Source: an optimization exercise on an open RTL-to-GDS flow (aim: small area, a short achievable clock period and few clock cycles per item). Production flows keep margins and buffers that such runs may drop.
In this exercise RTL edits were held to simulation tests only and were not proved equivalent to the original.
Power figures rest on the tool's default switching activity, not on a simulated workload.

==> flow/design.v (excerpt) <==
module ring_buffer_with_overwrite_mode_top (
    input  logic                               clk,
    input  logic                               rst_n,
    input  logic                               cfg_write_en,
    input  logic [rbo_pkg::CFG_INDEX_BITS-1:0] cfg_index,
    input  logic [rbo_pkg::CFG_DATA_BITS-1:0]  cfg_data,
    input  logic                               in_valid,
    output logic                               in_ready,
    input  logic                               cmd,
    input  logic [rbo_pkg::DATA_BITS-1:0]      push_value,
    input  logic [rbo_pkg::POS_BITS-1:0]       position,
    output logic                               out_valid,
    input  logic                               out_ready,
    output logic [rbo_pkg::DATA_BITS-1:0]      read_value,
    output logic [rbo_pkg::CAP_BITS-1:0]       fill_count,
    output logic                               dropped,
    output logic                               position_error
);
    logic                          res_valid;
    logic [rbo_pkg::RES_BITS-1:0]  res_data;
    logic [rbo_pkg::RES_BITS-1:0]  out_data;
    rbo_ctrl #(
        .W (rbo_pkg::RES_BITS)
    ) u_ctrl (
        .clk       (clk),
        .rst_n     (rst_n),
        .in_valid  (in_valid),
        .in_ready  (in_ready),
        .res_valid (res_valid),
        .res_data  (res_data),
  ...
For scale: roughly 8300 cells after synthesis, ~70 I/O pins.
==> flow/config.mk <==
export PLATFORM = sky130hd
export DESIGN_NAME = ring_buffer_with_overwrite_mode_top
export DESIGN_NICKNAME = ring_buffer_with_overwrite_mode_top
export VERILOG_FILES = /design/flow/design.v
export SDC_FILE = /design/flow/constraint.sdc
export NUM_CORES = 4
export LEC_CHECK = 0
export CAP_MARGIN = 20
export CORE_MARGIN = 2
export CORE_UTILIZATION = 45
export CTS_CLUSTER_DIAMETER = 80
export CTS_CLUSTER_SIZE = 20
export PLACE_DENSITY = 0.55
export SLEW_MARGIN = 20
==> flow/constraint.sdc <==
create_clock -name core_clock -period 10.0 [get_ports {clk}]
set_input_delay 2.0000 -clock core_clock [delete_from_list [all_inputs] [get_ports {clk}]]
set_output_delay 2.0000 -clock core_clock [all_outputs]
set_load 0.01 [all_outputs]
standard.sh (not shown) runs the stock make flow with config.mk's settings and CLKGATE_MAP_FILE= SYNTH_SCRIPT=/design/flow/synth_recipe.tcl, a recipe that flattens the netlist after the stock synthesis.
==> flow/flow/run.sh <==
#!/bin/bash
set -euo pipefail
bash standard.sh SETUP_SLACK_MARGIN=6.3 finish > flow_make.log 2>&1
Testbench counts at the start, summed over its fixed seeds: cycles 48,208, items 48,000.
==> next run, changes <==
==> flow/flow/run.sh (replaced) <==
#!/bin/bash
# Layout flow: the standard ORFS flow (standard.sh, unchanged synthesis),
# with three knobs changed:
#  - every input and output port is still buffered, but with a plain buffer
#    (buf_2) rather than the delay cell the resizer picks by default;
set -euo pipefail
bash standard.sh SETUP_SLACK_MARGIN=6.5 MATCH_CELL_FOOTPRINT=0 \
  "BUFFER_PORTS_ARGS=-buffer_cell sky130_fd_sc_hd__buf_2" finish > flow_make.log 2>&1
Result: The new run passed the timing, DRC and antenna checks. Sequential power is about the same. Area after synthesis is unchanged. Cell area barely changes. Hold slack got worse by 8.4 ps.
==> next run, changes <==
==> flow/run.sh (new file) <==
#!/bin/bash
# synth_recipe.tcl (not shown) runs the flow's synth.tcl, then flattens the netlist and writes it again
# the make line also repeats each setting of config.mk as NAME=value (left out here)
make -C /OpenROAD-flow-scripts/flow DESIGN_CONFIG=/design/flow/config.mk WORK_HOME=/design/flow/orfs CLKGATE_MAP_FILE= SYNTH_SCRIPT=/design/flow/synth_recipe.tcl finish
--- a/flow/config.mk
+++ b/flow/config.mk
@@ -8,7 +8,8 @@
 export CAP_MARGIN = 20
 export CORE_MARGIN = 2
-export CORE_UTILIZATION = 45
+export CORE_UTILIZATION = 40
 export CTS_CLUSTER_DIAMETER = 80
 export CTS_CLUSTER_SIZE = 20
-export PLACE_DENSITY = 0.55
+export PLACE_DENSITY = 0.5
+export SETUP_SLACK_MARGIN = 5
 export SLEW_MARGIN = 20
removed: flow/flow/run.sh
removed: flow/standard.sh
Design area goes up by 0.72%.
Worst hold slack stays flat.
Critical path depth is lower by 2.
Worst setup slack got worse by 450 ps.
Area after synthesis does not change.
Routed wire length rose by 3.4%.

## re-timing with driven ports
Ports are ideal in the flow. The routed layouts listed here were re-timed in OpenROAD.
Step 1, drivers: a clkbuf_16 drives clk and a buf_2 each remaining input, both assumed.
Step 2 also shifts input and output timing later by t, the mid clock arrival at the registers, as if the neighbouring blocks saw the same clock.
a / b / c = ideal ports / drivers / drivers and shift; a / b = the first two.
run | shift t [ns] | setup WS [ns] | clock arrival spread, ns | worst data-port slew with drivers (ns) | pins driven straight from the clock port
the first run | 1.050 | 6.253 / 6.253 / 5.391 | 0.069 / 0.069 | 0.05 | 1
the second run | 1.040 | 6.383 / 6.383 / 5.855 | 0.064 / 0.065 | 0.10 | 1
the third run | 1.083 | 5.932 / 5.810 / 5.433 | 0.066 / 0.066 | 0.04 | 1
After both steps setup and hold are still met in every run listed. For the first run, which loses most, drivers alone change the setup slack by 0.000 ns; drivers and shift together by -0.862 ns.
